What follows belongs to an exercise in optimizing a design on an open flow for small area, a short achievable clock period and few clock cycles per item; a production flow would make more cautious choices.
At most, simulation tests tie the RTL to the original design; equivalence was not proved.
Function not checked in runs 1 to 4: the RTL went through the layout flow alone.

==> flow/config.mk <==
export PLATFORM = sky130hd
export DESIGN_NAME = teleop_drive_and_gimbal_command_unit
export DESIGN_NICKNAME = teleop_drive_and_gimbal_command_unit
export VERILOG_FILES = /design/flow/design.v
export SDC_FILE = /design/flow/constraint.sdc
export NUM_CORES = 4
export LEC_CHECK = 0
export CAP_MARGIN = 20
export CORE_MARGIN = 2
export CORE_UTILIZATION = 40
export PLACE_DENSITY = 0.6
export SLEW_MARGIN = 20
==> flow/constraint.sdc <==
create_clock -name core_clock -period 8.0 [get_ports {i_clk}]
set_input_delay 1.6000 -clock core_clock [delete_from_list [all_inputs] [get_ports {i_clk}]]
set_output_delay 1.6000 -clock core_clock [all_outputs]
set_load 0.01 [all_outputs]
==> flow/run.sh <==
#!/bin/bash
# synth_recipe.tcl (not shown) runs the flow's synth.tcl, then flattens the netlist and writes it again
# the make line also repeats each setting of config.mk as NAME=value (left out here)
make -C /OpenROAD-flow-scripts/flow DESIGN_CONFIG=/design/flow/config.mk WORK_HOME=/design/flow/orfs CLKGATE_MAP_FILE= SYNTH_SCRIPT=/design/flow/synth_recipe.tcl finish
==> flow/design.v <==
package tdgc_pkg;
    localparam logic [6:0]  RST_SPIN_THRESHOLD    = 7'd80;
    localparam logic [19:0] RST_DUTY_FULL_SCALE   = 20'd500000;
    localparam logic [15:0] RST_PAN_POS_LIMIT     = 16'd28000;
    localparam logic [15:0] RST_PAN_NEG_LIMIT     = 16'd28000;
    localparam logic [15:0] RST_TILT_TOP_LIMIT    = 16'd18000;
    localparam logic [15:0] RST_TILT_BOTTOM_LIMIT = 16'd18000;
    localparam logic [7:0]  RST_PAN_MAX_RATE8     = 8'd255;    
    localparam logic [7:0]  RST_TILT_MAX_RATE8    = 8'd255;    
    localparam logic [7:0]  SPIN_SPEED = 8'd90;
    localparam logic [21:0] RECIP_K = 22'd2113665;
endpackage
module tdgc_ctrl
(
    input  logic        i_clk,
    input  logic        i_rst_n,
    input  logic        i_cfg_we,
    input  logic [2:0]  i_cfg_idx,
    input  logic [19:0] i_cfg_data,
    output logic [6:0]  o_spin_thr,
    output logic [13:0] o_fs_div,      
    output logic [6:0]  o_fs_mod,      
    output logic [15:0] o_pan_pos_lim,
    output logic [15:0] o_pan_neg_lim,
    output logic [15:0] o_tilt_top_lim,
    output logic [15:0] o_tilt_bot_lim,
    output logic [7:0]  o_pan_rate8,
    output logic [7:0]  o_tilt_rate8
);
    logic [19:0] r_full_scale;
    logic [13:0] r_fs_div;
    logic [6:0]  r_fs_mod;
    logic [41:0] w_fs_prod;
    logic [7:0]  w_rate8;
    assign w_rate8 = (|i_cfg_data[15:11]) ? 8'hFF : i_cfg_data[10:3];
    always_ff @(posedge i_clk) begin
        if (!i_rst_n) begin
            o_spin_thr     <= tdgc_pkg::RST_SPIN_THRESHOLD;
            r_full_scale   <= tdgc_pkg::RST_DUTY_FULL_SCALE;
            o_pan_pos_lim  <= tdgc_pkg::RST_PAN_POS_LIMIT;
            o_pan_neg_lim  <= tdgc_pkg::RST_PAN_NEG_LIMIT;
            o_tilt_top_lim <= tdgc_pkg::RST_TILT_TOP_LIMIT;
            o_tilt_bot_lim <= tdgc_pkg::RST_TILT_BOTTOM_LIMIT;
            o_pan_rate8    <= tdgc_pkg::RST_PAN_MAX_RATE8;
            o_tilt_rate8   <= tdgc_pkg::RST_TILT_MAX_RATE8;
        end else if (i_cfg_we) begin
            case (i_cfg_idx)
                3'd0: o_spin_thr     <= i_cfg_data[6:0];
                3'd1: r_full_scale   <= i_cfg_data;
                3'd2: o_pan_pos_lim  <= i_cfg_data[15:0];
                3'd3: o_pan_neg_lim  <= i_cfg_data[15:0];
                3'd4: o_tilt_top_lim <= i_cfg_data[15:0];
                3'd5: o_tilt_bot_lim <= i_cfg_data[15:0];
                3'd6: o_pan_rate8    <= w_rate8;
                default: o_tilt_rate8 <= w_rate8;
            endcase
        end
    end
    assign w_fs_prod = {1'b0, 21'({1'b0, r_full_scale} + 21'd1)} * {20'd0, tdgc_pkg::RECIP_K};
    always_ff @(posedge i_clk) begin
        r_fs_div <= w_fs_prod[41:28];
        r_fs_mod <= r_full_scale[6:0] + r_fs_div[6:0];
    end
    assign o_fs_div = r_fs_div;
    assign o_fs_mod = r_fs_mod;
endmodule
module tdgc_dp
(
    input  logic [7:0]  i_g,          
    input  logic [17:0] i_pos,        
    input  logic [15:0] i_lim_p,
    input  logic [15:0] i_lim_n,
    input  logic [7:0]  i_rate8,      
    output logic [17:0] o_pos,
    output logic [7:0]  o_rate8,      
    output logic        o_hit,
    output logic        o_fault
);
    logic        w_above;
    logic        w_below;
    logic [18:0] w_sum;
    logic [7:0]  w_abs;
    assign w_above = ~i_pos[17] & (i_pos[16:0] > {1'b0, i_lim_p});
    assign w_below = i_pos[17] & (~i_pos[16:0] >= {1'b0, i_lim_n});
    assign o_hit   = (w_above & ~i_g[7] & (|i_g[6:0])) | (w_below & i_g[7]);
    assign w_sum = {i_pos[17], i_pos} + {{8{i_g[7]}}, i_g, 3'b000};
    always_comb begin
        if (o_hit) begin
            o_pos = i_pos;
        end else if (w_sum[18] != w_sum[17]) begin
            o_pos = w_sum[18] ? 18'h20000 : 18'h1FFFF;
        end else begin
            o_pos = w_sum[17:0];
        end
    end
    assign w_abs   = i_g[7] ? 8'(8'd0 - i_g) : i_g;
    assign o_fault = ~o_hit & (w_abs > i_rate8);
    assign o_rate8 = (o_hit | o_fault) ? 8'd0 : w_abs;
endmodule
module teleop_drive_and_gimbal_command_unit
(
    input  logic        i_clk,
    input  logic        i_rst_n,
    input  logic [39:0] s_axis_tdata,
    input  logic        s_axis_tvalid,
    output logic        s_axis_tready,
    output logic [87:0] m_axis_tdata,
    output logic        m_axis_tvalid,
    input  logic        m_axis_tready,
    input  logic        i_cfg_we,
    input  logic [2:0]  i_cfg_idx,
    input  logic [19:0] i_cfg_data
);
    logic [6:0]  w_spin_thr;
    logic [13:0] w_fs_div;
    logic [6:0]  w_fs_mod;
    logic [15:0] w_pan_pos_lim;
    logic [15:0] w_pan_neg_lim;
    logic [15:0] w_tilt_top_lim;
    logic [15:0] w_tilt_bot_lim;
    logic [7:0]  w_cfg_pan_rate8;
    logic [7:0]  w_cfg_tilt_rate8;
    tdgc_ctrl u_cfg (
        .i_clk          (i_clk),
        .i_rst_n        (i_rst_n),
        .i_cfg_we       (i_cfg_we),
        .i_cfg_idx      (i_cfg_idx),
        .i_cfg_data     (i_cfg_data),
        .o_spin_thr     (w_spin_thr),
        .o_fs_div       (w_fs_div),
        .o_fs_mod       (w_fs_mod),
        .o_pan_pos_lim  (w_pan_pos_lim),
        .o_pan_neg_lim  (w_pan_neg_lim),
        .o_tilt_top_lim (w_tilt_top_lim),
        .o_tilt_bot_lim (w_tilt_bot_lim),
        .o_pan_rate8    (w_cfg_pan_rate8),
        .o_tilt_rate8   (w_cfg_tilt_rate8)
    );
    logic r_skid_v;
    logic r_v1, r_v2, r_v3, r_v4;
    logic r_out_valid;
    logic w_adv;
    logic w_accept;
    assign w_adv         = ~r_out_valid | m_axis_tready;
    assign s_axis_tready = ~r_skid_v;
    assign w_accept      = s_axis_tvalid & ~r_skid_v;
    logic signed [7:0] w_turn;
    logic [7:0]        w_thr;
    logic              w_spin_r;
    logic              w_spin_l;
    logic [7:0]        w_mag;
    logic [1:0]        w_fwd;
    logic [33:0]       w_dec;
    logic [33:0]       r_skid;
    assign w_turn   = $signed(s_axis_tdata[7:0]);
    assign w_thr    = {1'b0, w_spin_thr};
    assign w_spin_r = w_turn > $signed(w_thr);
    assign w_spin_l = w_turn < $signed(8'd0 - w_thr);
    always_comb begin
        if (w_spin_r) begin
            w_fwd = 2'b10;
            w_mag = tdgc_pkg::SPIN_SPEED;
        end else if (w_spin_l) begin
            w_fwd = 2'b01;
            w_mag = tdgc_pkg::SPIN_SPEED;
        end else begin
            w_fwd = {2{~s_axis_tdata[15]}};
            w_mag = s_axis_tdata[15] ? 8'(8'd0 - s_axis_tdata[15:8]) : s_axis_tdata[15:8];
        end
    end
    assign w_dec = {w_fwd, w_mag, s_axis_tdata[39:32], s_axis_tdata[23:16], s_axis_tdata[31:24]};
    logic [1:0]  r_fwd1, r_fwd2, r_fwd3, r_fwd4;
    logic [7:0]  r_pan1, r_pan2, r_pan3, r_pan4;
    logic [7:0]  r_tilt1, r_tilt2, r_tilt3, r_tilt4;
    logic [7:0]  r_mag1;
    logic [7:0]  r_mode1;
    logic [15:0] r_x2;
    logic [28:0] r_pa3;
    logic [21:0] r_w3;
    logic [28:0] r_pa4;
    logic [15:0] r_qb4;
    logic [15:0] w_x;
    logic [28:0] w_pa;
    logic [21:0] w_w;
    logic [43:0] w_qprod;
    logic [29:0] w_sum;
    logic [27:0] w_duty;
    assign w_x     = 16'({8'd0, r_mode1} * {8'd0, r_mag1}) + {8'd0, r_mag1};
    assign w_pa    = {13'd0, r_x2} * {15'd0, w_fs_div};
    assign w_w     = {6'd0, r_x2} * {15'd0, w_fs_mod};
    assign w_qprod = ({22'd0, r_w3} + 44'd1) * {22'd0, tdgc_pkg::RECIP_K};
    assign w_sum   = {1'b0, r_pa4} + {14'd0, r_qb4};
    assign w_duty  = (|w_sum[29:28]) ? 28'hFFFFFFF : w_sum[27:0];
    always_ff @(posedge i_clk) begin
        if (!i_rst_n) begin
            r_skid_v    <= 1'b0;
            r_v1        <= 1'b0;
            r_v2        <= 1'b0;
            r_v3        <= 1'b0;
            r_v4        <= 1'b0;
            r_out_valid <= 1'b0;
        end else begin
            if (w_adv) begin
                r_skid_v    <= 1'b0;
                r_v1        <= r_skid_v | w_accept;
                r_v2        <= r_v1;
                r_v3        <= r_v2;
                r_v4        <= r_v3;
                r_out_valid <= r_v4;
            end else if (w_accept) begin
                r_skid_v    <= 1'b1;
            end
        end
    end
    always_ff @(posedge i_clk) begin
        if (!w_adv & !r_skid_v) begin
            r_skid <= w_dec;
        end
    end
    always_ff @(posedge i_clk) begin
        if (w_adv) begin
            {r_fwd1, r_mag1, r_mode1, r_pan1, r_tilt1} <= r_skid_v ? r_skid : w_dec;
            r_x2    <= w_x;
            r_fwd2  <= r_fwd1;
            r_pan2  <= r_pan1;
            r_tilt2 <= r_tilt1;
            r_pa3   <= w_pa;
            r_w3    <= w_w;
            r_fwd3  <= r_fwd2;
            r_pan3  <= r_pan2;
            r_tilt3 <= r_tilt2;
            r_pa4   <= r_pa3;
            r_qb4   <= w_qprod[43:28];
            r_fwd4  <= r_fwd3;
            r_pan4  <= r_pan3;
            r_tilt4 <= r_tilt3;
        end
    end
    logic [17:0] r_pan_pos;
    logic [17:0] r_tilt_pos;
    logic [17:0] w_pan_pos;
    logic [17:0] w_tilt_pos;
    logic [7:0]  w_pan_rate8;
    logic [7:0]  w_tilt_rate8;
    logic        w_pan_hit, w_tilt_hit, w_pan_fault, w_tilt_fault;
    tdgc_dp u_pan (
        .i_g     (r_pan4),
        .i_pos   (r_pan_pos),
        .i_lim_p (w_pan_pos_lim),
        .i_lim_n (w_pan_neg_lim),
        .i_rate8 (w_cfg_pan_rate8),
        .o_pos   (w_pan_pos),
        .o_rate8 (w_pan_rate8),
        .o_hit   (w_pan_hit),
        .o_fault (w_pan_fault)
    );
    tdgc_dp u_tilt (
        .i_g     (r_tilt4),
        .i_pos   (r_tilt_pos),
        .i_lim_p (w_tilt_top_lim),
        .i_lim_n (w_tilt_bot_lim),
        .i_rate8 (w_cfg_tilt_rate8),
        .o_pos   (w_tilt_pos),
        .o_rate8 (w_tilt_rate8),
        .o_hit   (w_tilt_hit),
        .o_fault (w_tilt_fault)
    );
    always_ff @(posedge i_clk) begin
        if (!i_rst_n) begin
            r_pan_pos  <= '0;
            r_tilt_pos <= '0;
        end else if (w_adv & r_v4) begin
            r_pan_pos  <= w_pan_pos;
            r_tilt_pos <= w_tilt_pos;
        end
    end
    logic [1:0]  r_o_fwd;
    logic [27:0] r_o_duty;
    logic [1:0]  r_o_pos;
    logic [7:0]  r_o_pan_rate8;
    logic [7:0]  r_o_tilt_rate8;
    logic [1:0]  r_o_hit;
    logic [1:0]  r_o_fault;
    always_ff @(posedge i_clk) begin
        if (w_adv) begin
            r_o_fwd        <= r_fwd4;
            r_o_duty       <= w_duty;
            r_o_pos        <= {~r_tilt4[7], ~r_pan4[7]};
            r_o_pan_rate8  <= w_pan_rate8;
            r_o_tilt_rate8 <= w_tilt_rate8;
            r_o_hit        <= {w_tilt_hit, w_pan_hit};
            r_o_fault      <= {w_tilt_fault, w_pan_fault};
        end
    end
    assign m_axis_tvalid = r_out_valid;
    assign m_axis_tdata  = {2'b00, r_o_fault, r_o_hit,
                            r_o_tilt_rate8, 3'b000, r_o_pan_rate8, 3'b000,
                            r_o_pos, r_o_duty, r_o_duty, r_o_fwd};
endmodule
==> results.toml, run 1 <==
[clock_tree]
clock_path_buffers = 3
clkSinkCount = 452
cts_setup_buffers = 0
ctsHoldBuffers = 0
cts_tree = "built"
htreeDepth = 2
cts-resized-gates = 0
cts.clk_slew.worst_paths_ns = 0.07
numCtsBuffers = 53
clock_latency_ns = 0.65
cts-root-buf = "clkbuf_16"

[detailed_routing]
route.detailed.wl_per_inst_um = 16.06
vias_per_cell = 5.051
dr.pass1.iters = 5
drtIter0Drc = 1377
ant_nets = 0
wirelength_um = 85440
num_vias = 26880
drc_errors = 0

[floorplanning]
fp-row-count = 113
initial_core_util_pct = 40.45
io_pins = 158
die_area_sq_um = 98860
core_area_sq_um = 95290
die_w_um = 314.4
die_h_um = 314.4

[yosys]
synth_xor_area_share_pct = 4.363
synth-simple-area-share_pct = 13.58
synth-seq-cells = 452
yosysTopAreaCell = "edfxtp_1"
synthArstFlopShare_pct = 0
yosysSeqAreaShare_pct = 30.90
synth_ff_type = "edfxtp_1"
synth_top_family_by_area = "adder cells"
synth_most_common_cell = "inv_1"
syn_area_per_cell_sq_um = 9.805
synth.area.top_cells = "edfxtp_1 (22%), ha_1 (17%), fa_1 (16%)"
ys_warn_count = 3
syn_area_sq_um = 38540
synthMuxAreaShare_pct = 0.8635
synthTopCellsByCount = "inv_1 (562), nand2_1 (541), ha_1 (530)"
synth_edf_count = 286
synth_cell_types = 80
synth_top_cell_area_share_pct = 22.28
synth_compound_area_share_pct = 10.02
synth_fa_ha_area_share_pct = 32.89
synth_cells = 3931

[critical_path]
criticalPathCategory = "flop to flop"
crit_path_cell_trace = "and2_1, fa_1, inv_1, fa_1, inv_1, fa_1, fa_1, fa_1, inv_1, fa_1, inv_1, ha_1, nand4_1, o31ai_1, nand2_1, o31ai_1, a21o_1, o41ai_1, xnor2_1"
worstPathArrival_ns = 7.05
critPathMaxFanout = 21
critical_path.top_delay_family = "adder cells"
cpPeakStageDelay_ns = 0.75
crit_path_top_delay_cell = "edfxtp_1"
start_kind = "flop"
cp.required_ns = 8.33
cp-end-kind = "flop"
worst-path-buf-inv = 4
crit_top_cell = "fa_1"

[grt]
grt_max_degree = 80
met2_usage_pct = 27.98
grt_usage_pct = 17.59
busiest_layer = "met2"
gr-total-overflow = 0
use_met1_pct = 24.99
antenna_found_initial = 3
use_met3_pct = 3.155
grt_pass1_vias = 27110
grt_pass1_wl_um = 141100

[sta]
tightestPinTransition_ns = 1.030
fin_tns_setup_ns = 0
finalSetupViolations = 0
min_period_ns = 6.725
slew_headroom_pct = 31.32
skew_ns = 0.07534
hold_viol_final = 0
rsz0062_at_grt = "no"
max_freq_mhz = 148.7
finalMaxSlewViolations = 0
fin_crit_sh_pct = 84.06

[place]
portBuffers = 149
gp_congestion = 0.8565
dp.cells = 5219
dpl.hpwl_um = 65550

[finish]
seq_area_sq_um = 11910
nFillCells = 9097
multi_input_area_sq_um = 23850
fin_nets = 4909
finalNonFillerCells = 5321
fin_util_pct = 45.10
area_growth_pct = 11.49
drive_gt1_share_pct = 4.095

[flow_run]
cap_violations = 0

[outcome]
status = "complete, no violations"

[min_path]
holdCritPathClass = "flop to flop"
==> sequential cells by signal, summed over array words and instances (netlist names), 14 cells and up <==
register / cells
r_pa3: 29
r_o_duty: 28
u_cfg.o_pan_pos_lim: 16
u_cfg.o_tilt_top_lim: 16
r_skid: 34
r_x2: 16
u_cfg.o_pan_neg_lim: 16
u_cfg.r_fs_div: 14
r_pa4: 29
r_pan_pos: 16
r_w3: 22
r_tilt_pos: 16
u_cfg.o_tilt_bot_lim: 16
u_cfg.r_full_scale: 20
r_qb4: 16
==> area by class of cell <==
type | instances | share of cell area (%)
antenna | 2 | 0.01165
clock inverter | 35 | 0.9841
sequential | 452 | 27.72
tap | 1265 | 3.683
clock buffer | 65 | 3.360
multi-input combinational | 2769 | 55.50
inverter | 563 | 4.917
timing repair buffer | 170 | 3.826
==> final timing paths <==
kind | start | to | cells after the start | slack [ns]
worst min register to register | r_pan3[4] | r_pan4[4] | 0 | 0.41
worst max register to register | r_x2[3] | r_pa3[28] | 19 | 1.28
worst max-delay path | r_x2[3] | r_pa3[28] | 19 | 1.28
worst min-delay path | r_pan3[4] | r_pan4[4] | 0 | 0.41
==> metal layers <==
layer	share of wire, %	vias up
li1	-	13270
met1	49	12970
met2	44	544
met3	5.1	93
met4	1.7	0
met5	0	-
==> worst reg2reg max path, delay by kind of cell, from the launching register on <==
kind,cells,cell delay [ns]
AO/OA/AOI/OAI,4,1.25
XOR/XNOR,1,0.12
adder cells (fa/ha/maj),7,3.50
buffers and inverters,4,0.22
flip-flops,1,0.75
AND/OR/NAND/NOR,3,0.56
==> metrics by stage <==
| stage | area (sq um) | hold slack [ns] | setup WS [ns] |
|---|---|---|---|
| 2_1_floorplan | 38570 | 0.4003 | 0.2405 |
| 3_3_place_gp | 41100 | 0.4004 | 1.412 |
| 3_5_place_dp | 41100 | 0.4045 | 1.313 |
| 4_1_cts | 42970 | 0.4151 | 1.229 |
| 5_1_grt | 42970 | 0.4188 | 0.9079 |
| 6_report | 42980 | 0.4146 | 1.275 |
==> cells in the final DEF (no fill, tap or decap), types with 11 or more instances in the layout <==
cell,n
inv_1,562
nand2_1,541
ha_1,530
fa_1,302
edfxtp_1,286
a21oi_1,186
and2_1,166
dfxtp_1,166
clkdlybuf4s50_1,148
nor2_1,138
xnor2_1,135
o21ai_0,79
a21o_1,65
nand3_1,61
xor2_1,57
clkbuf_16,55
o211ai_1,52
nor2b_1,49
nor3_1,34
o21a_1,33
nand4_1,33
and3_1,32
a31oi_1,29
mux2_2,26
nand2b_1,24
buf_4,21
a211oi_1,17
o31ai_1,16
o21bai_1,14
a311oi_1,13
o21ai_1,11
nor4_1,11
==> kinds of logic (layout without fill, tap and decap cells) <==
| kind of cell | count (synthesis) | in the layout |
|---|---|---|
| xor+xnor | 192 | 192 |
| mux | 30 | 30 |
| fa+ha+maj | 832 | 832 |
| buf+inv | 717 | 833 |
| flops | 452 | 452 |
| compound gates | 584 | 584 |
| other cells | 1 | 10 |
| simple gates | 1123 | 1123 |
==> run 2, diff against run 1 <==
--- a/flow/config.mk
+++ b/flow/config.mk
@@ -10,3 +10,4 @@
 export CORE_UTILIZATION = 40
 export PLACE_DENSITY = 0.6
+export SETUP_SLACK_MARGIN = 3.0
 export SLEW_MARGIN = 20
==> run 2 against run 1 <==
Net effect:
- fmax grew 9.6%
- via count grew 3.4%
- critical endpoint is now r_pa3[27]
- highest routed layer unchanged
- synthesized cell count is the same
- final cell count grew 3.4%
- synthesized area is the same
==> results.toml, run 2 <==
[clock_tree]
cts-root-buf = "clkbuf_16"
htreeDepth = 2
clock_latency_ns = 0.68
clock_path_buffers = 3
clkSinkCount = 452
cts_tree = "built"
cts.clk_slew.worst_paths_ns = 0.06
numCtsBuffers = 52

[finish]
top_regs = "r_skid x34, r_pa3 x29, r_pa4 x29"
largest_reg_flops = 34
final_common_cell = "inv_1"
regMostFlops = "r_skid"
fin_nets = 5094
finalNonFillerCells = 5503
area_growth_pct = 20.87
final_cell_mix = "inv_1 (538), nand2_1 (531), ha_1 (448), fa_1 (291), edfxtp_1 (286)"
drive_gt1_share_pct = 15.34

[grt]
grt_pass1_wl_um = 147000
grt_usage_pct = 18.44
grt_pass1_vias = 27820
grt_max_degree = 78
gr-total-overflow = 0
antenna_found_initial = 1

[yosys]
synth_edf_count = 286
synth_top_cell_area_share_pct = 22.28
synth_cells = 3931
synth_ff_type = "edfxtp_1"
synthTopCellsByCount = "inv_1 (562), nand2_1 (541), ha_1 (530)"
synth.area.top_cells = "edfxtp_1 (22%), ha_1 (17%), fa_1 (16%)"
synthArstFlopShare_pct = 0
ys_warn_count = 3
yosysSeqAreaShare_pct = 30.90
syn_area_sq_um = 38540
syn_area_per_cell_sq_um = 9.805
synth-seq-cells = 452
yosysTopAreaCell = "edfxtp_1"
synth_most_common_cell = "inv_1"
synth_cell_types = 80

[detailed_routing]
wirelength_um = 91500
drtIter0Drc = 1442
num_vias = 27800
dr.pass1.iters = 6
ant_nets = 0
route.detailed.wl_per_inst_um = 16.63
drc_errors = 0
vias_per_cell = 5.052

[floorplanning]
die_area_sq_um = 98860
die_w_um = 314.4
die_h_um = 314.4
fp-row-count = 113
io_pins = 158
initial_core_util_pct = 40.45
core_area_sq_um = 95290

[place]
dpl.hpwl_um = 65760
portBuffers = 149
dp.cells = 5215
gp_congestion = 0.8654

[sta]
fin_tns_setup_ns = 0
tightestPinTransition_ns = 1.023
finalSetupViolations = 0
fin_crit_sh_pct = 76.72
rsz0062_at_grt = "yes"
hold_viol_final = 0
fin_hold_ws_ns = 0.3969
max_freq_mhz = 162.9
min_period_ns = 6.138
slew_headroom_pct = 31.73
finalMaxSlewViolations = 0
skew_ns = 0.09754

[critical_path]
criticalPathCategory = "flop to flop"
worstPathArrival_ns = 6.47
cp-end-kind = "flop"
start_kind = "flop"
critPathMaxFanout = 4
cp.required_ns = 8.34
r2r_setup_slack_ns = 1.86

[flow_run]
cap_violations = 0

[min_path]
holdCritPathClass = "flop to flop"

[outcome]
status = "complete, no violations"
run 2: cell counts after synthesis:
No cell type changed its count.
run 2: cell families after synthesis:
logic type | share of synthesized area (%)
compound gates | 10.02
mux | 0.8635
flops | 30.90
buf+inv | 7.372
simple gates | 13.58
xor+xnor | 4.363
other cells | 0.009729
fa+ha+maj | 32.89
run 2: layer usage:
layer  GRT usage [%]  routed length [um]
met1           26.53               43550
met2           29.24               41600
met3           2.800                4716
met4           4.221                1626
met5               0                   0
run 2: timing repair:
action / CTS / global route
hold buffers: 0 / 0
cloned: 0 / 0
gates resized for setup: 192 / 166
pin swaps: 112 / 139
setup endpoints to repair: 58 / 51
setup buffers: 116 / 73
run 2: layout make-up:
type                            count  area, sq um
Timing Repair Buffer              356         3229
Fill cell                        8776        48700
Antenna cell                        1        2.502
Inverter                          563         2113
Clock inverter                     34        444.2
Clock buffer                       63         1373
Tap cell                         1265         1583
Sequential cell                   452        11970
Multi-Input combinational cell   2769        25870
run 2: path summary, 6_finish.rpt:
kind	start	end	cells after the start
setup reg to reg	r_x2[5]	r_pa3[27]	23
setup / recovery	r_x2[5]	r_pa3[27]	23
hold / removal	r_pan2[6]	r_pan3[6]	0
hold reg to reg	r_pan2[6]	r_pan3[6]	0
run 2: critical path: stages (launching register included):
cell and delay, ns:
edfxtp_1 0.48, and2_4 0.19, fa_1 0.52, inv_1 0.05
fa_1 0.47, inv_1 0.05, fa_1 0.50, inv_2 0.05
fa_1 0.47, inv_1 0.05, fa_1 0.48, inv_2 0.04
fa_1 0.51, inv_2 0.04, ha_4 0.21, a21o_1 0.17
a21o_1 0.18, a221oi_2 0.32, a21oi_2 0.11, a211o_1 0.32
a211oi_2 0.28, o41ai_1 0.09, a21oi_1 0.16, xnor2_1 0.09
run 2: per-stage QoR:
step	setup WS [ns]	util (%)	area (sq um)
detailed placement	1.505	43.54	41490
finish	1.862	48.89	46590
floorplan	2.109	-	39070
global placement	1.531	43.53	41480
CTS	1.872	47.35	45130
global route	1.607	48.89	46590
==> run 3, diff against run 2 <==
--- a/flow/design.v
+++ b/flow/design.v
@@ -1,5 +1,4 @@
 package tdgc_pkg;
     localparam logic [6:0]  RST_SPIN_THRESHOLD    = 7'd80;
-    localparam logic [19:0] RST_DUTY_FULL_SCALE   = 20'd500000;
     localparam logic [15:0] RST_PAN_POS_LIMIT     = 16'd28000;
     localparam logic [15:0] RST_PAN_NEG_LIMIT     = 16'd28000;
@@ -8,6 +7,7 @@
     localparam logic [7:0]  RST_PAN_MAX_RATE8     = 8'd255;    
     localparam logic [7:0]  RST_TILT_MAX_RATE8    = 8'd255;    
+    localparam logic [13:0] RST_FS_DIV            = 14'd3937;
+    localparam logic [6:0]  RST_FS_MOD            = 7'd1;
     localparam logic [7:0]  SPIN_SPEED = 8'd90;
-    localparam logic [21:0] RECIP_K = 22'd2113665;
 endpackage
 module tdgc_ctrl
@@ -18,4 +18,5 @@
     input  logic [2:0]  i_cfg_idx,
     input  logic [19:0] i_cfg_data,
+    output logic        o_busy,
     output logic [6:0]  o_spin_thr,
     output logic [13:0] o_fs_div,      
@@ -28,8 +29,7 @@
     output logic [7:0]  o_tilt_rate8
 );
-    logic [19:0] r_full_scale;
-    logic [13:0] r_fs_div;
-    logic [6:0]  r_fs_mod;
-    logic [41:0] w_fs_prod;
+    logic [2:0]  r_div_cnt;
+    logic [8:0]  w_rem4;
+    logic [1:0]  w_digit;
     logic [7:0]  w_rate8;
     assign w_rate8 = (|i_cfg_data[15:11]) ? 8'hFF : i_cfg_data[10:3];
@@ -37,5 +37,4 @@
         if (!i_rst_n) begin
             o_spin_thr     <= tdgc_pkg::RST_SPIN_THRESHOLD;
-            r_full_scale   <= tdgc_pkg::RST_DUTY_FULL_SCALE;
             o_pan_pos_lim  <= tdgc_pkg::RST_PAN_POS_LIMIT;
             o_pan_neg_lim  <= tdgc_pkg::RST_PAN_NEG_LIMIT;
@@ -47,5 +46,4 @@
             case (i_cfg_idx)
                 3'd0: o_spin_thr     <= i_cfg_data[6:0];
-                3'd1: r_full_scale   <= i_cfg_data;
                 3'd2: o_pan_pos_lim  <= i_cfg_data[15:0];
                 3'd3: o_pan_neg_lim  <= i_cfg_data[15:0];
@@ -53,15 +51,30 @@
                 3'd5: o_tilt_bot_lim <= i_cfg_data[15:0];
                 3'd6: o_pan_rate8    <= w_rate8;
-                default: o_tilt_rate8 <= w_rate8;
+                3'd7: o_tilt_rate8   <= w_rate8;
+                default: begin
+                end
             endcase
         end
     end
-    assign w_fs_prod = {1'b0, 21'({1'b0, r_full_scale} + 21'd1)} * {20'd0, tdgc_pkg::RECIP_K};
+    assign w_rem4  = {o_fs_mod, o_fs_div[13:12]};
+    assign w_digit = (w_rem4 >= 9'd381) ? 2'd3 :
+                     (w_rem4 >= 9'd254) ? 2'd2 :
+                     (w_rem4 >= 9'd127) ? 2'd1 : 2'd0;
     always_ff @(posedge i_clk) begin
-        r_fs_div <= w_fs_prod[41:28];
-        r_fs_mod <= r_full_scale[6:0] + r_fs_div[6:0];
+        if (!i_rst_n) begin
+            o_fs_div  <= tdgc_pkg::RST_FS_DIV;
+            o_fs_mod  <= tdgc_pkg::RST_FS_MOD;
+            r_div_cnt <= 3'd0;
+        end else if (i_cfg_we && i_cfg_idx == 3'd1) begin
+            o_fs_div  <= i_cfg_data[13:0];
+            o_fs_mod  <= {1'b0, i_cfg_data[19:14]};
+            r_div_cnt <= 3'd7;
+        end else if (r_div_cnt != 3'd0) begin
+            o_fs_mod  <= 7'(w_rem4[6:0] + {5'd0, w_digit});
+            o_fs_div  <= {o_fs_div[11:0], w_digit};
+            r_div_cnt <= r_div_cnt - 3'd1;
+        end
     end
-    assign o_fs_div = r_fs_div;
-    assign o_fs_mod = r_fs_mod;
+    assign o_busy = r_div_cnt[2] | (r_div_cnt[1] & r_div_cnt[0]);
 endmodule
 module tdgc_dp
@@ -112,4 +125,5 @@
     input  logic [19:0] i_cfg_data
 );
+    logic        w_cfg_busy;
     logic [6:0]  w_spin_thr;
     logic [13:0] w_fs_div;
@@ -127,4 +141,5 @@
         .i_cfg_idx      (i_cfg_idx),
         .i_cfg_data     (i_cfg_data),
+        .o_busy         (w_cfg_busy),
         .o_spin_thr     (w_spin_thr),
         .o_fs_div       (w_fs_div),
@@ -137,5 +152,4 @@
         .o_tilt_rate8   (w_cfg_tilt_rate8)
     );
-    logic r_skid_v;
     logic r_v1, r_v2, r_v3, r_v4;
     logic r_out_valid;
@@ -143,6 +157,6 @@
     logic w_accept;
     assign w_adv         = ~r_out_valid | m_axis_tready;
-    assign s_axis_tready = ~r_skid_v;
-    assign w_accept      = s_axis_tvalid & ~r_skid_v;
+    assign s_axis_tready = w_adv & ~w_cfg_busy;
+    assign w_accept      = s_axis_tvalid & s_axis_tready;
     logic signed [7:0] w_turn;
     logic [7:0]        w_thr;
@@ -152,5 +166,4 @@
     logic [1:0]        w_fwd;
     logic [33:0]       w_dec;
-    logic [33:0]       r_skid;
     assign w_turn   = $signed(s_axis_tdata[7:0]);
     assign w_thr    = {1'b0, w_spin_thr};
@@ -179,9 +192,13 @@
     logic [21:0] r_w3;
     logic [28:0] r_pa4;
-    logic [15:0] r_qb4;
+    logic [14:0] r_wh4;
+    logic [8:0]  r_sh4;
+    logic [1:0]  r_c4;
     logic [15:0] w_x;
     logic [28:0] w_pa;
     logic [21:0] w_w;
-    logic [43:0] w_qprod;
+    logic [15:0] w_ws;
+    logic [9:0]  w_wt;
+    logic [1:0]  w_wc;
     logic [29:0] w_sum;
     logic [27:0] w_duty;
@@ -189,10 +206,12 @@
     assign w_pa    = {13'd0, r_x2} * {15'd0, w_fs_div};
     assign w_w     = {6'd0, r_x2} * {15'd0, w_fs_mod};
-    assign w_qprod = ({22'd0, r_w3} + 44'd1) * {22'd0, tdgc_pkg::RECIP_K};
-    assign w_sum   = {1'b0, r_pa4} + {14'd0, r_qb4};
+    assign w_ws    = {1'b0, r_w3[21:7]} + {9'd0, r_w3[6:0]};
+    assign w_wt    = {1'b0, w_ws[15:7]} + {3'd0, w_ws[6:0]};
+    assign w_wc    = (w_wt >= 10'd381) ? 2'd3 : (w_wt >= 10'd254) ? 2'd2 :
+                     (w_wt >= 10'd127) ? 2'd1 : 2'd0;
+    assign w_sum   = {1'b0, r_pa4} + {15'd0, r_wh4} + {21'd0, r_sh4} + {28'd0, r_c4};
     assign w_duty  = (|w_sum[29:28]) ? 28'hFFFFFFF : w_sum[27:0];
     always_ff @(posedge i_clk) begin
         if (!i_rst_n) begin
-            r_skid_v    <= 1'b0;
             r_v1        <= 1'b0;
             r_v2        <= 1'b0;
@@ -202,23 +221,15 @@
         end else begin
             if (w_adv) begin
-                r_skid_v    <= 1'b0;
-                r_v1        <= r_skid_v | w_accept;
+                r_v1        <= w_accept;
                 r_v2        <= r_v1;
                 r_v3        <= r_v2;
                 r_v4        <= r_v3;
                 r_out_valid <= r_v4;
-            end else if (w_accept) begin
-                r_skid_v    <= 1'b1;
             end
         end
     end
     always_ff @(posedge i_clk) begin
-        if (!w_adv & !r_skid_v) begin
-            r_skid <= w_dec;
-        end
-    end
-    always_ff @(posedge i_clk) begin
         if (w_adv) begin
-            {r_fwd1, r_mag1, r_mode1, r_pan1, r_tilt1} <= r_skid_v ? r_skid : w_dec;
+            {r_fwd1, r_mag1, r_mode1, r_pan1, r_tilt1} <= w_dec;
             r_x2    <= w_x;
             r_fwd2  <= r_fwd1;
@@ -231,5 +242,7 @@
             r_tilt3 <= r_tilt2;
             r_pa4   <= r_pa3;
-            r_qb4   <= w_qprod[43:28];
+            r_wh4   <= r_w3[21:7];
+            r_sh4   <= w_ws[15:7];
+            r_c4    <= w_wc;
             r_fwd4  <= r_fwd3;
             r_pan4  <= r_pan3;
==> run 3 against run 2 <==
Net effect:
- still clean
- final cell count is 15% lower
- first-iteration DRC count decreased by 12%
- synthesized area down 13%
- worst hold slack worse by 0.00092 ns
- setup slack improved by 0.22 ns
- critical path type unchanged
==> results.toml, run 3 <==
[yosys]
syn_area_sq_um = 33470
ys_warn_count = 3
synth.area.top_cells = "edfxtp_1 (24%), fa_1 (17%), ha_1 (13%)"
synth_top_cell_area_share_pct = 23.51
synthArstFlopShare_pct = 0
synthTopCellsByCount = "nand2_1 (505), inv_1 (468), ha_1 (350)"
synth_most_common_cell = "nand2_1"
synth_cells = 3421
synth_cell_types = 81
synth-seq-cells = 410
syn_area_per_cell_sq_um = 9.784
yosysSeqAreaShare_pct = 32.36
synth_edf_count = 262
synth_ff_type = "edfxtp_1"
yosysTopAreaCell = "edfxtp_1"

[critical_path]
cpPeakStageDelay_ns = 0.54
start_kind = "flop"
crit_top_cell = "fa_1"
criticalPathCategory = "flop to flop"
cp-end-kind = "flop"
worstPathArrival_ns = 6.26
critical_path.top_delay_family = "adder cells"
crit_path_top_delay_cell = "fa_1"
cp.required_ns = 8.35
worst-path-buf-inv = 9
critPathMaxFanout = 8

[sta]
rsz0062_at_grt = "yes"
setup_ws_ns = 2.085
hold_viol_final = 0
fin_crit_sh_pct = 73.94
slew_headroom_pct = 33.73
fin_tns_setup_ns = 0
finalSetupViolations = 0
max_freq_mhz = 169.1
skew_ns = 0.02997
finalMaxSlewViolations = 0
tightestPinTransition_ns = 0.9941
fin_hold_ws_ns = 0.3959
min_period_ns = 5.915

[place]
dp.cells = 4508
place_ws_ns = 1.577
portBuffers = 149
gp_congestion = 0.8239
dpl.hpwl_um = 55630
place_area_sq_um = 36030

[finish]
final_common_cell = "nand2_1"
fin_nets = 4283
final_cell_mix = "nand2_1 (504), inv_1 (447), ha_1 (326), fa_1 (288), edfxtp_1 (262)"
multi_input_area_sq_um = 20900
drive_gt1_share_pct = 10.49
seq_area_sq_um = 10870
finalNonFillerCells = 4695
final_area_sq_um = 39030
nFillCells = 7761
area_growth_pct = 16.61
top_regs = "r_pa3 x29, r_pa4 x29, r_o_duty x28"

[min_path]
holdCritPathClass = "flop to flop"

[grt]
grt_pass1_wl_um = 125300
grt_usage_pct = 18.10
gr-total-overflow = 0
grt_max_degree = 136
grt_pass1_vias = 23390
antenna_found_initial = 0

[flow_run]
cap_violations = 0

[detailed_routing]
drtIter0Drc = 1269
route.detailed.wl_per_inst_um = 16.68
wirelength_um = 78310
vias_per_cell = 5.078
dr.pass1.iters = 5
ant_nets = 0
num_vias = 23840
drc_errors = 0

[floorplanning]
initial_core_util_pct = 40.18
io_pins = 158
fp-row-count = 106
die_w_um = 293.3
die_h_um = 293.3
die_area_sq_um = 86000
core_area_sq_um = 83290

[clock_tree]
cts_tree = "built"
clock_path_buffers = 3
clkSinkCount = 410
cts.clk_slew.worst_paths_ns = 0.06
htreeDepth = 2
cts-root-buf = "clkbuf_16"
numCtsBuffers = 49
clock_latency_ns = 0.62

[outcome]
status = "complete, no violations"
==> run 3: changes by cell type in the layout (fill, tap and decap cells not counted), sizes merged, moves of 24 or more <==
cell / change
buf: -101
edfxtp: -24
a21oi: -32
ha: -180
mux2: -25
inv: -90
xnor2: -49
nand2: -36
==> run 3: cells by family (layout without fill, tap and decap cells) <==
| logic type | after synthesis | count (layout) | synth area share, % |
|---|---|---|---|
| compound gates | 521 | 521 | 10.66 |
| xor+xnor | 139 | 139 | 3.637 |
| fa+ha+maj | 642 | 642 | 30.55 |
| buf+inv | 632 | 818 | 7.645 |
| flops | 410 | 410 | 32.36 |
| mux | 4 | 4 | 0.1234 |
| other cells | 1 | 9 | 0.01120 |
| simple gates | 1072 | 1072 | 15.02 |
==> run 3: metal layers <==
metal | up-vias | track usage [%] | part of all wire [%]
met2 | 419 | 29.75 | 47
met1 | 11610 | 24.96 | 46
met3 | 129 | 2.383 | 3.9
met5 | - | 0 | 0
li1 | 11680 | - | -
met4 | 0 | 5.338 | 3.1
==> run 3: worst paths after layout <==
| path | startpoint | end | slack (ns) | cells past startpoint |
|---|---|---|---|---|
| max | r_x2[5] | r_pa3[25] | 2.08 | 25 |
| min | r_pa3[12] | r_pa4[12] | 0.40 | 0 |
| max reg2reg | r_x2[5] | r_pa3[25] | 2.08 | 25 |
| min reg2reg | r_pa3[12] | r_pa4[12] | 0.40 | 0 |
==> run 3: what timing repair did <==
| action | CTS | global route |
|---|---|---|
| pin swaps | 46 | 55 |
| gates resized for setup | 83 | 53 |
| setup buffers | 66 | 27 |
| gates cloned | 0 | 1 |
| endpoints found under the setup margin | 29 | 29 |
| hold buffers | 0 | 0 |
==> run 3: area by class of cell <==
cell class,instances,area share (%)
multi-input cells,2386,53.56
flip-flops and latches,410,27.85
repair buffers,257,6.213
inverters,469,4.520
clock buffers,61,3.507
well taps,1080,3.462
clock inverters,31,0.8880
diodes,1,0.006411
==> run 3: worst reg2reg max path, stage by stage, from the launching register on <==
cell	delay, ns
edfxtp_1	0.40
buf_6	0.17
and2_4	0.16
fa_1	0.54
inv_2	0.04
fa_1	0.50
inv_1	0.05
fa_1	0.47
inv_1	0.05
fa_1	0.47
inv_1	0.05
fa_1	0.47
inv_1	0.05
fa_1	0.52
inv_2	0.05
ha_4	0.20
buf_4	0.13
buf_6	0.11
o21a_1	0.16
o21bai_2	0.16
nor2_2	0.09
a211oi_4	0.32
o31ai_4	0.11
a21o_1	0.18
a21oi_2	0.12
xnor2_1	0.08
==> run 3: through the flow <==
step	util, %
floorplan	-
global placement	43.25
detailed placement	43.25
CTS	46.33
global route	46.86
finish	46.86
==> run 4, diff against run 3 <==
--- a/flow/config.mk
+++ b/flow/config.mk
@@ -10,4 +10,3 @@
 export CORE_UTILIZATION = 40
 export PLACE_DENSITY = 0.6
-export SETUP_SLACK_MARGIN = 3.0
 export SLEW_MARGIN = 20
==> run 4 against run 3 <==
Net effect:
- still clean
- global-route usage down 0.82 points
- flip-flop and latch count unchanged
- wire length down 5.1%
- die area unchanged
- fmax down 13%
- setup slack worse by 0.92 ns
==> results.toml, run 4 <==
[outcome]
status = "complete, no violations"

[finish]
top_regs = "r_pa3 x29, r_pa4 x29, r_o_duty x28"
final_area_sq_um = 37410
finalNonFillerCells = 4603
area_growth_pct = 11.78
fin_nets = 4192
drive_gt1_share_pct = 4.003
final_cell_mix = "nand2_1 (505), inv_1 (466), ha_1 (350), fa_1 (292), edfxtp_1 (262)"
final_common_cell = "nand2_1"
fin_util_pct = 44.92
nFillCells = 7902

[place]
place_area_sq_um = 35670
portBuffers = 149
gp_congestion = 0.8257
dp.cells = 4511
dpl.hpwl_um = 55630

[critical_path]
cp.required_ns = 8.33
rr_worst_depth = 22
cp_num_cells = 22
critical_path.top_delay_family = "adder cells"
crit_path_cell_trace = "and2_1, fa_1, inv_1, fa_1, inv_1, fa_1, inv_1, fa_1, inv_1, fa_1, inv_1, fa_1, inv_1, ha_1, o211ai_1, a211oi_1, a21boi_0, o2111ai_1, a31oi_1, a41oi_1, nor2b_1, xnor2_1"
crit_path_top_delay_cell = "edfxtp_1"
worstPathArrival_ns = 7.16
start_kind = "flop"
criticalPathCategory = "flop to flop"
cp-end-kind = "flop"
cpPeakStageDelay_ns = 0.70
critPathMaxFanout = 21
worst-path-buf-inv = 6

[floorplanning]
die_area_sq_um = 86000
io_pins = 158
initial_core_util_pct = 40.18
core_area_sq_um = 83290
die_h_um = 293.3
fp-row-count = 106
die_w_um = 293.3

[grt]
grt_pass1_vias = 22890
grt_usage_pct = 17.28
use_met1_pct = 24.12
antenna_found_initial = 1
busiest_layer = "met2"
grt_max_degree = 78
met2_usage_pct = 28.76
grt_pass1_wl_um = 120700
gr-total-overflow = 0
use_met3_pct = 1.868

[clock_tree]
cts.clk_slew.worst_paths_ns = 0.06
clock_latency_ns = 0.61
ctsHoldBuffers = 0
cts_tree = "built"
clkSinkCount = 410
cts_setup_buffers = 0
cts-root-buf = "clkbuf_16"
clock_path_buffers = 3
numCtsBuffers = 48
cts-resized-gates = 0
htreeDepth = 2

[yosys]
synth_edf_count = 262
synth_cell_types = 81
yosysTopAreaCell = "edfxtp_1"
synth_most_common_cell = "nand2_1"
ys_warn_count = 3
syn_area_per_cell_sq_um = 9.784
synth_cells = 3421
synth_ff_type = "edfxtp_1"
synthArstFlopShare_pct = 0
synth.area.top_cells = "edfxtp_1 (24%), fa_1 (17%), ha_1 (13%)"
synth-seq-cells = 410
synth_top_cell_area_share_pct = 23.51
synthTopCellsByCount = "nand2_1 (505), inv_1 (468), ha_1 (350)"
syn_area_sq_um = 33470
yosysSeqAreaShare_pct = 32.36

[sta]
tightestPinTransition_ns = 0.9877
finalMaxSlewViolations = 0
min_period_ns = 6.832
fin_tns_setup_ns = 0
finalSetupViolations = 0
rsz0062_at_grt = "no"
max_freq_mhz = 146.4
skew_ns = 0.02701
fin_crit_sh_pct = 85.40
hold_viol_final = 0
slew_headroom_pct = 34.15

[detailed_routing]
num_vias = 23290
drc_errors = 0
dr.pass1.iters = 5
wirelength_um = 74320
ant_nets = 0
drtIter0Drc = 1221
route.detailed.wl_per_inst_um = 16.15
vias_per_cell = 5.060

[min_path]
holdCritPathClass = "flop to flop"
min_path_cells = 0

[flow_run]
cap_violations = 0
[run 4: cell count changes in the layout (fill, tap and decap cells not counted), moves of 20 or more]
cell     delta
and2_4     -21
and2_1     +21
a21oi_1    +24
a21oi_2    -22
buf_4      -68
ha_4       -20
ha_1       +24
[run 4: path summary, 6_finish.rpt]
kind	from	slack, ns	endpoint
min reg2reg	r_fwd2[0]	0.41	r_fwd3[0]
min	r_fwd2[0]	0.41	r_fwd3[0]
max	r_x2[6]	1.17	r_pa3[24]
max reg2reg	r_x2[6]	1.17	r_pa3[24]
[run 4: cell type report]
cell class / count / area (sq um) / area share (%)
multi-input combinational: 2386 / 20120 / 53.77
antenna: 1 / 2.502 / 0.006689
tap: 1080 / 1351 / 3.612
clock inverter: 29 / 419.2 / 1.120
inverter: 469 / 1764 / 4.715
timing repair buffer: 167 / 1629 / 4.354
sequential: 410 / 10830 / 28.95
clock buffer: 61 / 1300 / 3.475
[run 4: stage by stage]
step / hold WS (ns) / setup WS (ns)
floorplan: 0.4003 / 0.7438
global placement: 0.4018 / 1.258
detailed placement: 0.4045 / 1.169
CTS: 0.4159 / 1.144
global route: 0.4210 / 0.7206
finish: 0.4124 / 1.168
[run 4: metal layers]
metal  part of all wire [%]  up-vias  wire (um)
met3                    2.9       91       2166
li1                       -    11500          -
met2                     48      331      35560
met1                     47    11370      35080
met4                    2.0        0       1510
met5                      0        -          0
[run 4: cells by family after synthesis]
kind of cell | count (synthesis) | share of synthesized area (%)
buffers and inverters | 632 | 7.645
other | 1 | 0.01120
flip-flops | 410 | 32.36
AND/OR/NAND/NOR | 1072 | 15.02
XOR/XNOR | 139 | 3.637
adder cells (fa/ha/maj) | 642 | 30.55
multiplexers | 4 | 0.1234
AO/OA/AOI/OAI | 521 | 10.66
[run 4: worst reg2reg max path: stages, from the launching register on]
cell and delay (ns):
edfxtp_1 0.70, and2_1 0.32, fa_1 0.50, inv_1 0.05, fa_1 0.55, inv_1 0.06
fa_1 0.50, inv_1 0.05, fa_1 0.47, inv_1 0.05, fa_1 0.53, inv_1 0.06
fa_1 0.52, inv_1 0.04, ha_1 0.35, o211ai_1 0.14, a211oi_1 0.23, a21boi_0 0.36
o2111ai_1 0.22, a31oi_1 0.31, a41oi_1 0.22, nor2b_1 0.19, xnor2_1 0.12
==> run 5, diff against run 4 <==
--- a/flow/design.v
+++ b/flow/design.v
@@ -9,4 +9,5 @@
     localparam logic [13:0] RST_FS_DIV            = 14'd3937;
     localparam logic [6:0]  RST_FS_MOD            = 7'd1;
+    localparam logic [15:0] RST_FS_DIV3           = 16'd11811;
     localparam logic [7:0]  SPIN_SPEED = 8'd90;
 endpackage
@@ -22,4 +23,5 @@
     output logic [13:0] o_fs_div,      
     output logic [6:0]  o_fs_mod,      
+    output logic [15:0] o_fs_div3,     
     output logic [15:0] o_pan_pos_lim,
     output logic [15:0] o_pan_neg_lim,
@@ -64,8 +66,10 @@
         if (!i_rst_n) begin
             o_fs_div  <= tdgc_pkg::RST_FS_DIV;
+            o_fs_div3 <= tdgc_pkg::RST_FS_DIV3;
             o_fs_mod  <= tdgc_pkg::RST_FS_MOD;
             r_div_cnt <= 3'd0;
         end else if (i_cfg_we && i_cfg_idx == 3'd1) begin
             o_fs_div  <= i_cfg_data[13:0];
+            o_fs_div3 <= 16'd0;
             o_fs_mod  <= {1'b0, i_cfg_data[19:14]};
             r_div_cnt <= 3'd7;
@@ -73,4 +77,5 @@
             o_fs_mod  <= 7'(w_rem4[6:0] + {5'd0, w_digit});
             o_fs_div  <= {o_fs_div[11:0], w_digit};
+            o_fs_div3 <= {o_fs_div3[13:0], 2'b00} + {12'd0, w_digit, 2'b00} - {14'd0, w_digit};
             r_div_cnt <= r_div_cnt - 3'd1;
         end
@@ -129,4 +134,5 @@
     logic [13:0] w_fs_div;
     logic [6:0]  w_fs_mod;
+    logic [15:0] w_fs_div3;
     logic [15:0] w_pan_pos_lim;
     logic [15:0] w_pan_neg_lim;
@@ -145,4 +151,5 @@
         .o_fs_div       (w_fs_div),
         .o_fs_mod       (w_fs_mod),
+        .o_fs_div3      (w_fs_div3),
         .o_pan_pos_lim  (w_pan_pos_lim),
         .o_pan_neg_lim  (w_pan_neg_lim),
@@ -197,4 +204,5 @@
     logic [15:0] w_x;
     logic [28:0] w_pa;
+    logic [15:0] w_pdig [8];
     logic [21:0] w_w;
     logic [15:0] w_ws;
@@ -204,5 +212,16 @@
     logic [27:0] w_duty;
     assign w_x     = 16'({8'd0, r_mode1} * {8'd0, r_mag1}) + {8'd0, r_mag1};
-    assign w_pa    = {13'd0, r_x2} * {15'd0, w_fs_div};
+    always_comb begin
+        w_pa = '0;
+        for (int i = 0; i < 8; i++) begin
+            case (r_x2[2*i +: 2])
+                2'd0:    w_pdig[i] = 16'd0;
+                2'd1:    w_pdig[i] = {2'b00, w_fs_div};
+                2'd2:    w_pdig[i] = {1'b0, w_fs_div, 1'b0};
+                default: w_pdig[i] = w_fs_div3;
+            endcase
+            w_pa = w_pa + ({13'd0, w_pdig[i]} << (2 * i));
+        end
+    end
     assign w_w     = {6'd0, r_x2} * {15'd0, w_fs_mod};
     assign w_ws    = {1'b0, r_w3[21:7]} + {9'd0, r_w3[6:0]};
--- a/flow/config.mk
+++ b/flow/config.mk
@@ -10,3 +10,4 @@
 export CORE_UTILIZATION = 40
 export PLACE_DENSITY = 0.6
+export SETUP_SLACK_MARGIN = 4.0
 export SLEW_MARGIN = 20
==> run 5 against run 4 <==
Net effect:
- fmax grew 33%
- die area up 0.51%
- still clean
- final cell count grew 4.2%
- flip-flop and latch count grew 16
==> results.toml, run 5 <==
[floorplanning]
io_pins = 158
fp-row-count = 106
initial_core_util_pct = 40.33
die_w_um = 294.0
die_area_sq_um = 86440
core_area_sq_um = 83420
die_h_um = 294.0

[finish]
final_common_cell = "nand2_1"
fin_nets = 4289
nFillCells = 7648
final_area_sq_um = 40570
drive_gt1_share_pct = 17.92
area_growth_pct = 20.58
final_cell_mix = "nand2_1 (404), inv_1 (385), ha_1 (293), edfxtp_1 (262), fa_1 (186)"
top_regs = "r_pa3 x29, r_pa4 x29, r_o_duty x28"
multi_input_area_sq_um = 21520
antennaDiodeCount = 0
seq_area_sq_um = 11170

[detailed_routing]
highest_layer = "met4"
dr.pass1.iters = 7
vias_per_cell = 5.298
num_vias = 25420
wl_met2_um = 38740
drc_errors = 0
wl_met3_um = 4569
ant_nets = 0
drt-met1-wl_um = 39050
drtIter0Drc = 1568
wirelength_um = 84610
route.detailed.wl_per_inst_um = 17.64

[clock_tree]
clkSinkCount = 426
htreeDepth = 2
clock_path_buffers = 3
cts.clk_slew.worst_paths_ns = 0.06
numCtsBuffers = 50
ctsHoldBuffers = 0
cts-root-buf = "clkbuf_16"
clock_latency_ns = 0.62
cts_tree = "built"

[critical_path]
startpoint = "r_x2[7]"
rr_worst_depth = 19
critPathMaxFanout = 4
reg2reg_to = "r_pa3[21]"
r2r_setup_slack_ns = 2.85
r2r_start = "r_x2[7]"
criticalPathCategory = "flop to flop"
start_kind = "flop"
worstPathArrival_ns = 5.48
cp.required_ns = 8.33
cp-end-kind = "flop"

[sta]
finalSetupViolations = 0
min_period_ns = 5.150
max_freq_mhz = 194.2
fin_tns_setup_ns = 0
finalMaxSlewViolations = 0
slew_headroom_pct = 41.38
rsz0062_at_grt = "yes"
tightestPinTransition_ns = 0.8745
hold_viol_final = 0
fin_crit_sh_pct = 64.38
skew_ns = 0.03775

[yosys]
synth_fa_ha_area_share_pct = 24.75
syn_area_sq_um = 33640
ys_warn_count = 4
synth-simple-area-share_pct = 13.34
synth_edf_count = 262
synthTopCellsByCount = "nand2_1 (413), inv_1 (409), ha_1 (344)"
yosysSeqAreaShare_pct = 33.14
synth_top_cell_area_share_pct = 23.39
synthArstFlopShare_pct = 0
synth_compound_area_share_pct = 13.67
synth_top_family_by_area = "adder cells"
synth_cell_types = 79
synth-seq-cells = 426
synth_most_common_cell = "nand2_1"
synth.area.top_cells = "edfxtp_1 (23%), ha_1 (13%), fa_1 (12%)"
synth_ff_type = "edfxtp_1"
syn_area_per_cell_sq_um = 9.682
yosysTopAreaCell = "edfxtp_1"
synth_cells = 3475
synthMuxAreaShare_pct = 4.243
synth_xor_area_share_pct = 3.384

[grt]
gr-total-overflow = 0
antenna_found_initial = 1
grt_usage_pct = 19.38
grt_pass1_vias = 24870
grt_pass1_wl_um = 135300
grt_max_degree = 154

[min_path]
whs_endpoint = "r_tilt2[7]"
min_path_cells = 0
holdCritPathClass = "flop to flop"
hp-start = "r_tilt1[7]"

[flow_run]
cap_violations = 0

[outcome]
status = "complete, no violations"

[place]
dpl.hpwl_um = 57830
portBuffers = 149
gp_congestion = 0.8659
place_area_sq_um = 36170
[run 5: changes by cell type after synthesis, moves of 20 or more]
cell	change
a22o_1	+75
a22oi_1	+27
and2_1	-112
and3_1	+21
clkbuf_1	+60
fa_1	-91
inv_1	-59
mux2_2	+108
nand2_1	-92
nor2b_1	+23
o21ai_0	+41
xor2_1	-20
[run 5: what timing repair did]
item | in CTS | in global routing
pin swaps | 94 | 85
endpoints found under the hold margin | 0 | 0
cloned | 5 | 2
setup buffers | 129 | 42
endpoints found under the setup margin | 191 | 182
resized for setup | 174 | 110
[run 5: worst max path at each step]
stage | endpoint | slack (ns) | depth (start not counted)
after global placement | r_pa3[21] | 1.91 | 17
after detailed placement | r_pa3[28] | 1.85 | 18
final | r_pa3[21] | 2.85 | 19
after floorplan | r_pan_pos[10] | 1.23 | 7
after global routing | r_pa3[21] | 2.70 | 19
after CTS | r_pa3[27] | 2.86 | 18
[run 5: cells by family (layout without fill, tap and decap cells)]
logic type / after synthesis / after routing
simple gates: 947 / 948
compound gates: 669 / 671
buf+inv: 628 / 860
fa+ha+maj: 545 / 545
flops: 426 / 426
xor+xnor: 130 / 130
mux: 129 / 129
other cells: 1 / 8
[run 5: per-layer routing]
metal | up-vias | global-route usage, %
met3 | 165 | 2.477
li1 | 12400 | -
met2 | 703 | 31.91
met5 | - | 0
met4 | 0 | 5.114
met1 | 12150 | 26.84
[run 5: stage by stage]
stage	worst slack (ns)	std cells	util [%]	hold slack (ns)
6_report	2.850	4797	48.63	0.3901
5_1_grt	2.704	4797	48.63	0.3917
4_1_cts	2.865	4753	47.61	0.3878
3_5_place_dp	1.849	4526	43.36	0.4045
3_3_place_gp	1.906	4526	43.36	0.4007
2_1_floorplan	1.234	3482	-	0.4003
[run 5: area by class of cell]
class | count | share of cell area [%]
Multi-Input combinational cell | 2431 | 53.05
Clock inverter | 32 | 0.8636
Timing Repair Buffer | 357 | 8.176
Tap cell | 1080 | 3.331
Inverter | 410 | 3.812
Sequential cell | 426 | 27.54
Clock buffer | 61 | 3.235
[run 5: worst max-delay path: stages (launching register included)]
cell and delay, ns:
edfxtp_1 0.40, buf_6 0.14, buf_6 0.12, mux2_4 0.29
a22o_1 0.21, fa_1 0.52, fa_1 0.42, fa_1 0.49
inv_1 0.05, fa_1 0.49, inv_2 0.05, ha_4 0.21
a21o_1 0.17, or3_4 0.35, a31oi_4 0.19, nor2_2 0.07
and2_4 0.14, o21a_1 0.20, o41ai_2 0.24, xnor2_1 0.12
Testbench counts of run 5, summed over its fixed seeds: cycles 2,440, items 2,400.
==> run 6, diff against run 5 <==
--- a/flow/config.mk
+++ b/flow/config.mk
@@ -10,4 +10,4 @@
 export CORE_UTILIZATION = 40
 export PLACE_DENSITY = 0.6
-export SETUP_SLACK_MARGIN = 4.0
+export SETUP_SLACK_MARGIN = 3.0
 export SLEW_MARGIN = 20
==> run 6 against run 5 <==
Net effect:
- still clean
- first-iteration DRC count up 16%
- fmax decreased by 1.0%
- final cell count down 1.3%
- via count is 1.1% lower
- global-route usage is 0.28 points lower
- utilization fell by 1.4 points
- wire length is 2.1% lower
- critical path type unchanged
==> results.toml, run 6 <==
[yosys]
synth.area.top_cells = "edfxtp_1 (23%), ha_1 (13%), fa_1 (12%)"
synth_top_cell_area_share_pct = 23.39
synth-seq-cells = 426
syn_area_per_cell_sq_um = 9.682
synth_ff_type = "edfxtp_1"
yosysTopAreaCell = "edfxtp_1"
syn_area_sq_um = 33640
synth_cells = 3475
synthTopCellsByCount = "nand2_1 (413), inv_1 (409), ha_1 (344)"
yosysSeqAreaShare_pct = 33.14
synth_edf_count = 262
synth_cell_types = 79
synthArstFlopShare_pct = 0
synth_most_common_cell = "nand2_1"
ys_warn_count = 4

[sta]
min_period_ns = 5.204
tightestPinTransition_ns = 1.116
fin_hold_ws_ns = 0.4120
fin_crit_sh_pct = 65.05
max_freq_mhz = 192.2
finalSetupViolations = 0
hold_viol_final = 0
skew_ns = 0.06308
slew_headroom_pct = 25.63
rsz0062_at_grt = "yes"
fin_tns_setup_ns = 0
finalMaxSlewViolations = 0

[finish]
drive_gt1_share_pct = 13.33
seq_area_sq_um = 11160
multi_input_area_sq_um = 20650
final_common_cell = "nand2_1"
top_regs = "r_pa3 x29, r_pa4 x29, r_o_duty x28"
fin_nets = 4223
area_growth_pct = 17.01
nFillCells = 7722
finalNonFillerCells = 4734
final_cell_mix = "nand2_1 (411), inv_1 (393), ha_1 (317), edfxtp_1 (262), fa_1 (197)"

[place]
gp_congestion = 0.8767
dp.cells = 4530
dpl.hpwl_um = 58000
portBuffers = 149

[flow_run]
cap_violations = 0

[clock_tree]
cts.clk_slew.worst_paths_ns = 0.06
cts_tree = "built"
clock_path_buffers = 3
numCtsBuffers = 52
clock_latency_ns = 0.65
cts-root-buf = "clkbuf_16"
htreeDepth = 2
clkSinkCount = 426

[floorplanning]
initial_core_util_pct = 40.33
die_h_um = 294.0
io_pins = 158
die_area_sq_um = 86440
core_area_sq_um = 83420
die_w_um = 294.0
fp-row-count = 106

[detailed_routing]
wl_met3_um = 5134
highest_layer = "met4"
wirelength_um = 82860
vias_per_cell = 5.309
dr.pass1.iters = 5
num_vias = 25130
drc_errors = 0
drtIter0Drc = 1817
drt-met1-wl_um = 38370
ant_nets = 0
wl_met2_um = 37500
route.detailed.wl_per_inst_um = 17.50

[critical_path]
cp.required_ns = 8.31
critPathMaxFanout = 5
start_kind = "flop"
criticalPathCategory = "flop to flop"
worstPathArrival_ns = 5.52
cp-end-kind = "flop"

[min_path]
holdCritPathClass = "flop to flop"

[grt]
grt_pass1_vias = 24680
antenna_found_initial = 0
grt_max_degree = 180
gr-total-overflow = 0
grt_usage_pct = 19.10
grt_pass1_wl_um = 133900

[outcome]
status = "complete, no violations"
==> run 6: per-stage QoR <==
step	setup slack [ns]	cell area [sq um]	util (%)
2_1_floorplan	1.234	33880	-
3_3_place_gp	2.056	35890	43.02
3_5_place_dp	2.016	35890	43.02
4_1_cts	2.867	38770	46.47
5_1_grt	2.636	39370	47.19
6_report	2.796	39370	47.19
==> run 6: layout make-up <==
class	instances	share of cell area, %
multi-input cells	2428	52.45
flip-flops and latches	426	28.36
repair buffers	292	7.259
inverters	410	3.919
clock buffers	62	3.515
well taps	1080	3.433
clock inverters	35	1.058
diodes	1	0.006356
==> run 6: cell families after synthesis <==
family	share of synthesized area, %
AND/OR/NAND/NOR	13.34
buffers and inverters	7.453
XOR/XNOR	3.384
flip-flops	33.14
multiplexers	4.243
adder cells (fa/ha/maj)	24.75
AO/OA/AOI/OAI	13.67
other	0.01115
==> run 6: path summary, 6_finish.rpt <==
path                  start         to  slack [ns]  cells past startpoint
setup / recovery    r_x2[7]  r_pa3[27]        2.80                     17
hold / removal    r_pa3[14]  r_pa4[14]        0.41                      0
setup reg to reg    r_x2[7]  r_pa3[27]        2.80                     17
hold reg to reg   r_pa3[14]  r_pa4[14]        0.41                      0
==> run 6: timing repair <==
item,in CTS,in global routing
endpoints found under the hold margin,0,0
gates resized for setup,96,73
pin swaps,48,55
setup endpoints to repair,26,24
cloned,5,1
hold buffers,0,0
buffers inserted,60,40
==> run 6: per-layer routing <==
layer	track usage [%]	vias to the layer above
met4	4.729	0
met1	26.67	12000
li1	-	12270
met3	3.127	140
met2	30.80	726
met5	0	-
==> run 6: critical path, stage by stage, from the launching register on <==
cell and delay (ns):
edfxtp_1 0.52, mux2_2 0.37, a22o_1 0.20, fa_1 0.59, fa_1 0.44, fa_1 0.49
inv_1 0.05, fa_1 0.53, inv_1 0.04, ha_2 0.19, a21o_1 0.19, or3_1 0.32
a31oi_2 0.21, nor3_2 0.08, o31a_1 0.27, o21ai_2 0.17, a21o_1 0.15, o311ai_2 0.09

-- what the ideal ports hide --
How much do the figures lean on ideal ports? The routed layouts below were timed once more, with nothing changed but the port constraints.
Step 1: set_driving_cell puts a clkbuf_16 on i_clk and a buf_2 on each other input, an assumption about the parent block.
Step 2 moves the port delays by t, midway between the first and last clock arrival at a register: inputs arrive t later, outputs are due t later. That takes back most of the time a late clock gives input paths.
Slacks: ideal ports / drivers / drivers and shift; pairs: ideal ports / drivers.
run	shift t [ns]	slack for setup (ns)	worst setup path after step 2
run 1	0.678	1.275 / 1.275 / 1.275	register to register
run 2	0.698	1.862 / 1.862 / 1.862	register to register
run 3	0.666	2.085 / 2.085 / 2.085	register to register
run 4	0.658	1.168 / 1.168 / 1.168	register to register
run 5	0.661	2.850 / 2.850 / 2.850	register to register
run 6	0.677	2.796 / 2.796 / 2.796	register to register
After both steps every run listed still meets setup and hold.
